From an optimization exercise on the open Yosys and OpenROAD flow, aimed at small area; shortcuts taken in it are not production practice. Only simulation tests tie the RTL to the original design; equivalence was not proved. Power is estimated from default activity; no workload was simulated.

--- flow/design.v ---
`default_nettype none
package rv_pkg;
    localparam int XLEN   = 32;
    localparam int NREGS  = 32;
    localparam int REG_AW = $clog2(NREGS);
    localparam logic [REG_AW-1:0] ZERO_REG = '0;
endpackage
`default_nettype wire
`default_nettype none
module rf_scoreboard #(
    parameter int NREGS = 32,
    parameter int AW    = $clog2(NREGS)
) (
    input  logic [NREGS-1:1] busy,
    output logic [AW:0]      busy_cnt
);
    logic [AW-1:0] cnt;
    rf_popcnt #(.K(AW)) u_pc (.x(busy), .y(cnt));
    assign busy_cnt = {1'b0, cnt};
endmodule
module rf_popcnt #(
    parameter int K = 5
) (
    input  logic [2**K-2:0] x,
    output logic [K-1:0]    y
);
    if (K == 2) begin : g_leaf
        rf_fa u_fa (.a(x[0]), .b(x[1]), .c(x[2]), .s(y[0]), .co(y[1]));
    end else begin : g_node
        logic [K-2:0] ya, yb;
        logic [K-2:0] c;
        rf_popcnt #(.K(K-1)) u_a (.x(x[2**(K-1)-2:0]),      .y(ya));
        rf_popcnt #(.K(K-1)) u_b (.x(x[2**K-3:2**(K-1)-1]), .y(yb));
        assign c[0] = x[2**K-2];
        for (genvar i = 0; i < K-2; i++) begin : g_fa
            rf_fa u_fa (.a(ya[i]), .b(yb[i]), .c(c[i]), .s(y[i]), .co(c[i+1]));
        end
        rf_fa u_fa_msb (.a(ya[K-2]), .b(yb[K-2]), .c(c[K-2]), .s(y[K-2]), .co(y[K-1]));
    end
endmodule
module rf_fa (
    input  logic a, b, c,
    output logic s, co
);
    assign s  = a ^ b ^ c;
    assign co = (a && b) || (a && c) || (b && c);
endmodule
module rf_predec_n (
    input  logic       en,
    input  logic [4:0] a,
    output logic [3:0] lon,
    output logic [7:0] hin
);
    logic [4:0] an;
    for (genvar k = 0; k < 5; k++) begin : g_inv
        rf_inv u_i (.a(a[k]), .y(an[k]));
    end
    for (genvar i = 0; i < 4; i++) begin : g_lo
        rf_nand3 u_l (.a(en), .b(((i >> 1) & 1) ? a[1] : an[1]), .c((i & 1) ? a[0] : an[0]),
                      .y(lon[i]));
    end
    for (genvar j = 0; j < 8; j++) begin : g_hi
        rf_nand3 u_h (.a(((j >> 2) & 1) ? a[4] : an[4]), .b(((j >> 1) & 1) ? a[3] : an[3]),
                      .c((j & 1) ? a[2] : an[2]), .y(hin[j]));
    end
endmodule
module rf_predec (
    input  logic       en,
    input  logic [4:0] a,
    output logic [3:0] lo,
    output logic [7:0] hi
);
    logic [3:0] lon;
    logic [7:0] hin;
    rf_predec_n u_n (.en(en), .a(a), .lon(lon), .hin(hin));
    for (genvar i = 0; i < 4; i++) begin : g_lo
        rf_inv u_b (.a(lon[i]), .y(lo[i]));
    end
    for (genvar j = 0; j < 8; j++) begin : g_hi
        rf_inv u_b (.a(hin[j]), .y(hi[j]));
    end
endmodule
module rf_rsel (
    input  logic lo,
    input  logic hi,
    input  logic v,
    output logic sn
);
    logic s;
    rf_and3 u_a (.a(lo), .b(hi), .c(v), .y(s));
    rf_inv  u_i (.a(s), .y(sn));
endmodule
module rf_rbusy (
    input  logic [3:0]  lo,
    input  logic [7:0]  hi,
    input  logic [31:1] b,
    output logic        y
);
    logic [7:0] g;     
    logic [3:0] n;
    logic [1:0] p0;
    rf_nand2 u_p00 (.a(lo[1]), .b(b[1]), .y(p0[0]));
    rf_aoi22 u_p01 (.a1(lo[2]), .a2(b[2]), .b1(lo[3]), .b2(b[3]), .y(p0[1]));
    rf_nand2 u_g0  (.a(p0[0]), .b(p0[1]), .y(g[0]));
    for (genvar j = 1; j < 8; j++) begin : g_grp
        logic [1:0] p;
        rf_aoi22 u_p0 (.a1(lo[0]), .a2(b[4*j]),   .b1(lo[1]), .b2(b[4*j+1]), .y(p[0]));
        rf_aoi22 u_p1 (.a1(lo[2]), .a2(b[4*j+2]), .b1(lo[3]), .b2(b[4*j+3]), .y(p[1]));
        rf_nand2 u_g  (.a(p[0]), .b(p[1]), .y(g[j]));
    end
    for (genvar k = 0; k < 4; k++) begin : g_hi
        rf_aoi22 u_h (.a1(hi[2*k]), .a2(g[2*k]), .b1(hi[2*k+1]), .b2(g[2*k+1]), .y(n[k]));
    end
    rf_nand4 u_y (.a(n[0]), .b(n[1]), .c(n[2]), .d(n[3]), .y(y));
endmodule
module rf_aoi22 (
    input  logic a1, a2, b1, b2,
    output logic y
);
    assign y = !((a1 && a2) || (b1 && b2));
endmodule
module rf_ctl (
    input  logic lo1,
    input  logic hi1,
    input  logic lo0,
    input  logic hi0,
    input  logic alloc,
    input  logic flush,
    input  logic v,
    input  logic bsy,
    output logic w1,
    output logic w0,
    output logic hit,
    output logic v_nxt,
    output logic bsy_nxt
);
    logic w1n, w0n, hitn, keepn;
    rf_nand2 u_d1 (.a(lo1), .b(hi1), .y(w1n));
    rf_inv   u_w1 (.a(w1n), .y(w1));
    rf_nand3 u_d0 (.a(lo0), .b(hi0), .c(w1n), .y(w0n));
    rf_inv   u_w0 (.a(w0n), .y(w0));
    rf_nor2  u_hn (.a(w1), .b(w0), .y(hitn));
    rf_inv   u_h  (.a(hitn), .y(hit));
    rf_or2   u_v  (.a(v), .b(hit), .y(v_nxt));
    rf_aoi21 u_k  (.a1(bsy), .a2(hitn), .b(alloc), .y(keepn));
    rf_nor2  u_b  (.a(flush), .b(keepn), .y(bsy_nxt));
endmodule
module rf_nand2 (
    input  logic a, b,
    output logic y
);
    assign y = !(a && b);
endmodule
module rf_and3 (
    input  logic a, b, c,
    output logic y
);
    assign y = a && b && c;
endmodule
module rf_inv (
    input  logic a,
    output logic y
);
    assign y = !a;
endmodule
module rf_or2 (
    input  logic a, b,
    output logic y
);
    assign y = a || b;
endmodule
module rf_aoi21 (
    input  logic a1, a2, b,
    output logic y
);
    assign y = !((a1 && a2) || b);
endmodule
module rf_nand3 (
    input  logic a, b, c,
    output logic y
);
    assign y = !(a && b && c);
endmodule
module rf_nor2 (
    input  logic a, b,
    output logic y
);
    assign y = !(a || b);
endmodule
module rf_nor4 (
    input  logic a, b, c, d,
    output logic y
);
    assign y = !(a || b || c || d);
endmodule
module rf_nand4 (
    input  logic a, b, c, d,
    output logic y
);
    assign y = !(a && b && c && d);
endmodule
module rf_aoi221 (
    input  logic a1, a2, b1, b2, c,
    output logic y
);
    assign y = !((a1 && a2) || (b1 && b2) || c);
endmodule
module rf_oai22 (
    input  logic a1, a2, b1, b2,
    output logic y
);
    assign y = !((a1 || a2) && (b1 || b2));
endmodule
module rf_wbit (
    input  logic w1,
    input  logic d1,
    input  logic w0,
    input  logic d0,
    input  logic hit,
    input  logic qn,
    output logic dn
);
    logic hq;    
    rf_nor2   u_h (.a(hit), .b(qn), .y(hq));
    rf_aoi221 u_a (.a1(w1), .a2(d1), .b1(w0), .b2(d0), .c(hq), .y(dn));
endmodule
module rf_rbit (
    input  logic [31:1] sn,
    input  logic [31:1] qn,
    output logic        y
);
    logic [15:0] t;    
    logic [3:0]  u;    
    for (genvar i = 0; i < 15; i++) begin : g_oai
        rf_oai22 u_o (.a1(sn[2*i+1]), .a2(qn[2*i+1]), .b1(sn[2*i+2]), .b2(qn[2*i+2]), .y(t[i]));
    end
    rf_nor2 u_t31 (.a(sn[31]), .b(qn[31]), .y(t[15]));
    for (genvar j = 0; j < 4; j++) begin : g_nor
        rf_nor4 u_n (.a(t[4*j]), .b(t[4*j+1]), .c(t[4*j+2]), .d(t[4*j+3]), .y(u[j]));
    end
    rf_nand4 u_y (.a(u[0]), .b(u[1]), .c(u[2]), .d(u[3]), .y(y));
endmodule
`default_nettype wire
`default_nettype none
module reg_file_mp #(
    parameter int XLEN  = 32,
    parameter int NREGS = 32,
    parameter int NRD   = 2,
    parameter int NWR   = 2,
    parameter int AW    = $clog2(NREGS)
) (
    input  logic                clk,
    input  logic                rstn,
    input  logic [NWR-1:0]      wr_en,
    input  logic [NWR*AW-1:0]   wr_addr,
    input  logic [NWR*XLEN-1:0] wr_data,
    input  logic [NRD-1:0]      rd_en,
    input  logic [NRD*AW-1:0]   rd_addr,
    output logic [NRD*XLEN-1:0] rd_data,
    output logic [NRD-1:0]      rd_busy,
    input  logic                alloc_en,
    input  logic [AW-1:0]       alloc_addr,
    output logic [AW:0]         busy_cnt,
    input  logic                flush
);
    logic [NREGS-1:1] qt [XLEN];       
    logic [NREGS-1:1] valid;
    logic [NREGS-1:1] busy;
    logic [NREGS-1:1] sel1, sel0;      
    logic [NREGS-1:1] wr_hit;
    logic [NREGS-1:1] alloc_dec;
    logic [3:0]       wlo1, wlo0, alon;
    logic [7:0]       whi1, whi0, ahin;
    rf_predec u_wpd1 (.en(wr_en[1]), .a(wr_addr[AW +: AW]), .lo(wlo1), .hi(whi1));
    rf_predec u_wpd0 (.en(wr_en[0]), .a(wr_addr[0 +: AW]),  .lo(wlo0), .hi(whi0));
    rf_predec_n u_apd (.en(alloc_en), .a(alloc_addr),      .lon(alon), .hin(ahin));
    for (genvar r = 1; r < NREGS; r++) begin : g_reg
        logic [XLEN-1:0] qn;
        logic [XLEN-1:0] nxt;
        logic            v;
        logic            bsy;
        logic            v_nxt, bsy_nxt;
        rf_nor2 u_adec (.a(alon[r % 4]), .b(ahin[r / 4]), .y(alloc_dec[r]));
        rf_ctl u_ctl (.lo1(wlo1[r % 4]), .hi1(whi1[r / 4]), .lo0(wlo0[r % 4]), .hi0(whi0[r / 4]),
                      .alloc(alloc_dec[r]), .flush(flush), .v(v), .bsy(bsy),
                      .w1(sel1[r]), .w0(sel0[r]), .hit(wr_hit[r]),
                      .v_nxt(v_nxt), .bsy_nxt(bsy_nxt));
        for (genvar b = 0; b < XLEN; b++) begin : g_bit
            rf_wbit u_w (.w1(sel1[r]), .d1(wr_data[XLEN + b]), .w0(sel0[r]), .d0(wr_data[b]),
                         .hit(wr_hit[r]), .qn(qn[b]), .dn(nxt[b]));
            assign qt[b][r] = qn[b];
        end
        always_ff @(posedge clk) begin
            qn <= nxt;
        end
        always_ff @(posedge clk or negedge rstn) begin
            if (!rstn) begin
                v <= 1'b0;
            end else begin
                v <= v_nxt;
            end
        end
        always_ff @(posedge clk or negedge rstn) begin
            if (!rstn) begin
                bsy <= 1'b0;
            end else begin
                bsy <= bsy_nxt;
            end
        end
        assign valid[r] = v;
        assign busy[r]  = bsy;
    end
    rf_scoreboard #(
        .NREGS (NREGS),
        .AW    (AW)
    ) u_scoreboard (
        .busy     (busy),
        .busy_cnt (busy_cnt)
    );
    for (genvar p = 0; p < NRD; p++) begin : g_rd
        logic [AW-1:0]    addr;
        logic [NREGS-1:1] sn;
        assign addr = rd_addr[p*AW +: AW];
        logic [3:0]       lo;
        logic [7:0]       hi;
        rf_predec u_pd (.en(rd_en[p]), .a(addr), .lo(lo), .hi(hi));
        for (genvar r = 1; r < NREGS; r++) begin : g_sel
            rf_rsel u_s (.lo(lo[r % 4]), .hi(hi[r / 4]), .v(valid[r]), .sn(sn[r]));
        end
        for (genvar b = 0; b < XLEN; b++) begin : g_bit
            rf_rbit u_r (.sn(sn), .qn(qt[b]), .y(rd_data[p*XLEN + b]));
        end
        rf_rbusy u_rb (.lo(lo), .hi(hi), .b(busy), .y(rd_busy[p]));
    end
endmodule
`default_nettype wire
--- flow/flow/run.sh ---
#!/bin/bash
# Standard synthesis, then every combinational cell swapped to its smallest
# drive strength, then the standard layout with ABC buffers removed, the port
# buffers of flow/ports.tcl and a clock tree of fewer, larger sink clusters
# without dummy loads. Each tool's output goes to its own log here.
set -euo pipefail
R=orfs/results/sky130hd/reg_file_mp/base
bash standard.sh synth > synth.log 2>&1
SYNTH_ODB=$R/1_synth.odb openroad -no_init -exit flow/downsize.tcl > downsize.log 2>&1
touch $R/1_synth.sdc
bash standard.sh REMOVE_ABC_BUFFERS=1 DONT_BUFFER_PORTS=1 \
  "PRE_GLOBAL_PLACE_TCL=$PWD/flow/ports.tcl" \
  'CTS_ARGS=-sink_clustering_enable -repair_clock_nets -dont_use_dummy_load -buf_list sky130_fd_sc_hd__clkbuf_8 -sink_clustering_size 16 -sink_clustering_max_diameter 80' \
  finish > layout.log 2>&1
--- flow/flow/downsize.tcl ---
# Swap every combinational cell of the synthesized netlist to the smallest
# drive strength of the same cell (same function and pins). Flip-flops, tie
# cells and everything that is not a plain sky130_fd_sc_hd cell are left alone.
# Later repair steps size up whatever timing, slew or capacitance needs.
set odb $::env(SYNTH_ODB)
read_db $odb
set db [ord::get_db]
set block [ord::get_db_block]

set masters [dict create]
foreach lib [$db getLibs] {
  foreach m [$lib getMasters] {
    if { [regexp {^sky130_fd_sc_hd__(\w+)_(\d+)$} [$m getName] -> base sz] } {
      dict lappend masters $base [list $sz [$m getWidth] $m]
    }
  }
}

proc best_master { variants } {
  set best ""
  foreach v $variants {
    lassign $v sz w m
    if { $best eq "" } { set best $v; continue }
    lassign $best bsz bw bm
    # narrowest first; among equals the strongest
    if { $w < $bw || ($w == $bw && $sz > $bsz) } {
      set best $v
    }
  }
  return [lindex $best 2]
}

set n 0
foreach inst [$block getInsts] {
  set name [[$inst getMaster] getName]
  if { ![regexp {^sky130_fd_sc_hd__(\w+)_(\d+)$} $name -> base sz] } { continue }
  if { [regexp {^(df|sdf|edf|sedf|dl|conb|tap|fill|decap|diode|clk)} $base] } { continue }
  set m [best_master [dict get $masters $base]]
  if { [$m getName] ne $name } {
    $inst swapMaster $m
    incr n
  }
}
puts "downsized $n instances"
write_db $odb
--- flow/flow/ports.tcl ---
# Hook run before global placement (PRE_GLOBAL_PLACE_TCL): buffer every input
# and output port with the smallest buffer, as the standard flow would with its
# own choice of cell; the write-data inputs, which each drive a 31-register
# column, get a buf_2 instead.
buffer_ports -inputs -buffer_cell sky130_fd_sc_hd__buf_1
buffer_ports -outputs -buffer_cell sky130_fd_sc_hd__buf_1
set buf2 [[ord::get_db] findMaster sky130_fd_sc_hd__buf_2]
foreach bterm [[ord::get_db_block] getBTerms] {
  if { ![string match {wr_data*} [$bterm getName]] } { continue }
  foreach iterm [[$bterm getNet] getITerms] {
    [$iterm getInst] swapMaster $buf2
  }
}
--- flow/standard.sh ---
#!/bin/bash
# synth_recipe.tcl (not shown) runs the flow's synth.tcl, then flattens the netlist and writes it again
# the make line also repeats each setting of config.mk as NAME=value (left out here)
make -C /OpenROAD-flow-scripts/flow DESIGN_CONFIG=/design/flow/config.mk WORK_HOME=/design/flow/orfs CLKGATE_MAP_FILE= SYNTH_SCRIPT=/design/flow/synth_recipe.tcl "${@:-finish}"
--- flow/config.mk ---
export PLATFORM = sky130hd
export DESIGN_NAME = reg_file_mp
export DESIGN_NICKNAME = reg_file_mp
export VERILOG_FILES = /design/flow/design.v
export SDC_FILE = /design/flow/constraint.sdc
export NUM_CORES = 8
export LEC_CHECK = 0
export CAP_MARGIN = 10
export CORE_MARGIN = 2
export CORE_UTILIZATION = 50
export GPL_TIMING_DRIVEN = 0
export PLACE_DENSITY = 0.65
export SLEW_MARGIN = 10
export SYNTH_HIERARCHICAL = 1
--- flow/constraint.sdc ---
create_clock -name core_clock -period 7.0 [get_ports {clk}]
set_input_delay 1.4000 -clock core_clock [delete_from_list [all_inputs] [get_ports {clk}]]
set_output_delay 1.4000 -clock core_clock [all_outputs]
set_load 0.01 [all_outputs]
==> flow_metrics.py <==
metrics = {
    "route": {
        "vias_per_cell": 8.57,
        "route.final.wire_length_um": 260000,
        "drcViolationCount": 0,
        "num_vias": 55497,
        "drt-pass1-iter-count": 16,
        "drtIter0Drc": 13707,
        "wire_per_inst_um": 40.2,
        "ant_nets": 0,
    },
    "timing": {
        "layout_min_cycle_time_ns": 6.64,
        "rsz0062_at_grt": "false",
        "tightest_slew_ns": 1.65,
        "holdWs_ns": 0.486,
        "maxSlewViolCount": 7,
        "setup_viol": 0,
        "setup_tns_ns": 0,
        "fmax_ghz": 0.151,
        "fin_skew_ns": 0,
        "hold_viol_final": 0,
        "max-slew-margin-rel_pct": -10.8,
        "min_period_over_period_pct": 94.9,
        "finalWorstSetupSlack_ns": 0.360,
    },
    "die": {
        "fp-row-count": 110,
        "dieArea_um2": 93400,
        "die_h_um": 306,
        "start_util_pct": 50.5,
        "num_io_pins": 169,
        "die_width_um": 306,
        "core_um2": 90000,
    },
    "clock_tree": {
        "cts_hold_buf": 0,
        "clock-sinks": 1054,
        "clk_pin_slew_ns": 0.09,
        "cts-resized-gates": 0,
        "cts_tree": "yes",
        "cts_max_level": 3,
        "cts_buffers": 76,
        "cts_max_path_buffers": 3,
        "clkLatencyLatePin_ns": 0.76,
        "post_cts_buffers": 0,
        "root_buffer": "clkbuf_8",
    },
    "placement": {
        "place_ws_ns": 1.01,
        "gp_congestion": 0.969,
        "portBuffers": 167,
        "place_hpwl_um": 128000,
    },
    "pwr": {
        "p_per_area_nw_per_um2": 310,
        "total_power_mw": 15.1,
        "leakage_nw": 17.8,
        "max-vdd-ir-drop_mv": 0.194,
    },
    "synth": {
        "yosys_warnings": 9,
        "syn_inst": 5035,
        "avgSynthCellArea_um2": 9.03,
        "syn_area_um2": 45500,
    },
    "job": {
        "maxCapViolCount": 3,
    },
    "global_routing": {
        "antenna_found_initial": 23,
        "grt_start_max_net_pins": 36,
        "grt_pass1_vias": 49851,
        "grtUsageTotal_pct": 52.8,
        "grt_pass1_wl_um": 358000,
        "grt.overflow.total": 0,
    },
    "run_status": {
        "so.violations": "max-capacitance violations, max-slew violations",
        "outcome": "complete, but fails checks",
    },
    "setup_path": {
        "critPathRequiredTime_ns": 5.60,
        "crit_path_end_kind": "output port",
        "cp.arrival_ns": 5.24,
        "worst-setup-path-type": "input port to output port",
        "start_kind": "input port",
        "critPathMaxFanout": 32,
    },
    "finish": {
        "fillerInstances": 8512,
        "final_common_cell": "nor2_1",
        "layout-drive-gt1-share_pct": 7.69,
        "area_growth_pct": 7.43,
        "final_cell_mix": "1,149 x nor2_1, 992 x a221oi_1, 992 x dfxtp_1",
        "layout.nets": 5407,
    },
    "hold_path": {
        "hp-class": "register to register",
    },
}
[sequential cells by signal, indices dropped and copies added, names as in the netlist]
register  count
g.qn        992
g.bsy        31
g.v          31
[through the flow]
step | cells | util [%] | instance area (µm²)
2_1_floorplan | 5034 | - | 45500
3_3_place_gp | 6377 | 52.9 | 47700
3_5_place_dp | 6378 | 53.0 | 47700
4_1_cts | 6454 | 54.1 | 48700
5_1_grt | 6465 | 54.2 | 48800
6_report | 6477 | 54.3 | 48900
[area by class of cell]
| cell class | count | area (µm²) | share of cell area [%] |
|---|---|---|---|
| diodes | 19 | 47.5 | 0.0973 |
| clock buffers | 76 | 1050 | 2.14 |
| inverters | 228 | 857 | 1.75 |
| multi-input cells | 3752 | 23200 | 47.5 |
| flip-flops and latches | 1054 | 21400 | 43.8 |
| well taps | 1176 | 1470 | 3.01 |
| repair buffers | 172 | 817 | 1.67 |
[worst paths after layout]
check,from,end,slack (ns),cells after the start
min in group asynchronous,rstn,g_reg[23].bsy,0.68,1
max in group asynchronous,rstn,g_reg[8].bsy,5.65,2
worst max-delay path,rd_addr[7],rd_data[35],0.36,10
worst min register to register,g_reg[22].v,g_reg[22].v,0.49,1
worst min-delay path,g_reg[22].v,g_reg[22].v,0.49,1
worst max register to register,g_reg[17].qn[17],g_reg[17].qn[17],6.10,2
[routing by layer]
| layer | part of all wire, % | vias to the layer above | track usage (%) |
|---|---|---|---|
| met2 | 37 | 6437 | 68.2 |
| met5 | 0.077 | - | 1.96 |
| met1 | 34 | 25908 | 65.4 |
| met4 | 9.4 | 16 | 38.3 |
| li1 | - | 21365 | - |
| met3 | 20 | 1771 | 28.4 |
[power by group]
part           internal (mW)  total [mW]  switching (mW)  leakage (nW)
logic                   1.40        2.98            1.59          8.17
registers               7.77        9.08            1.31          9.12
clock network          0.979        3.08            2.10         0.547
[critical path, cell delays in order]
cell	delay (ns)
buf_1	0.31
inv_2	0.10
nand3_1	0.11
inv_2	0.08
and3_1	0.15
inv_2	0.96
o22ai_1	0.22
nor4_1	1.39
nand4_1	0.23
buf_1	0.23

-- afterwards: timing with drivers on the ports --
In the flow no input, the clock included, has a driving cell. The finished layout below was timed again as built, in two steps.
Step 1 sets driving cells, clkbuf_16 on the clock port and buf_2 on the other inputs (assumed; they add their load-dependent delay and slew).
Step 2 times the ports against the registers' clock, not the clock port: input delays grow and output delays shrink by t, the midpoint of the rising clock arrivals with the driver on.
a / b / c = ideal / step 1 / step 2; a / b = the first two.
t (ns): 0.839
setup WS [ns]: 0.360 / 0.324 / 0.324
worst setup path at the end: input to output
latest minus earliest clock arrival (ns): 0.040 / 0.040
For this run, drivers alone change the setup slack by -0.036 ns; drivers and shift together by -0.036 ns.
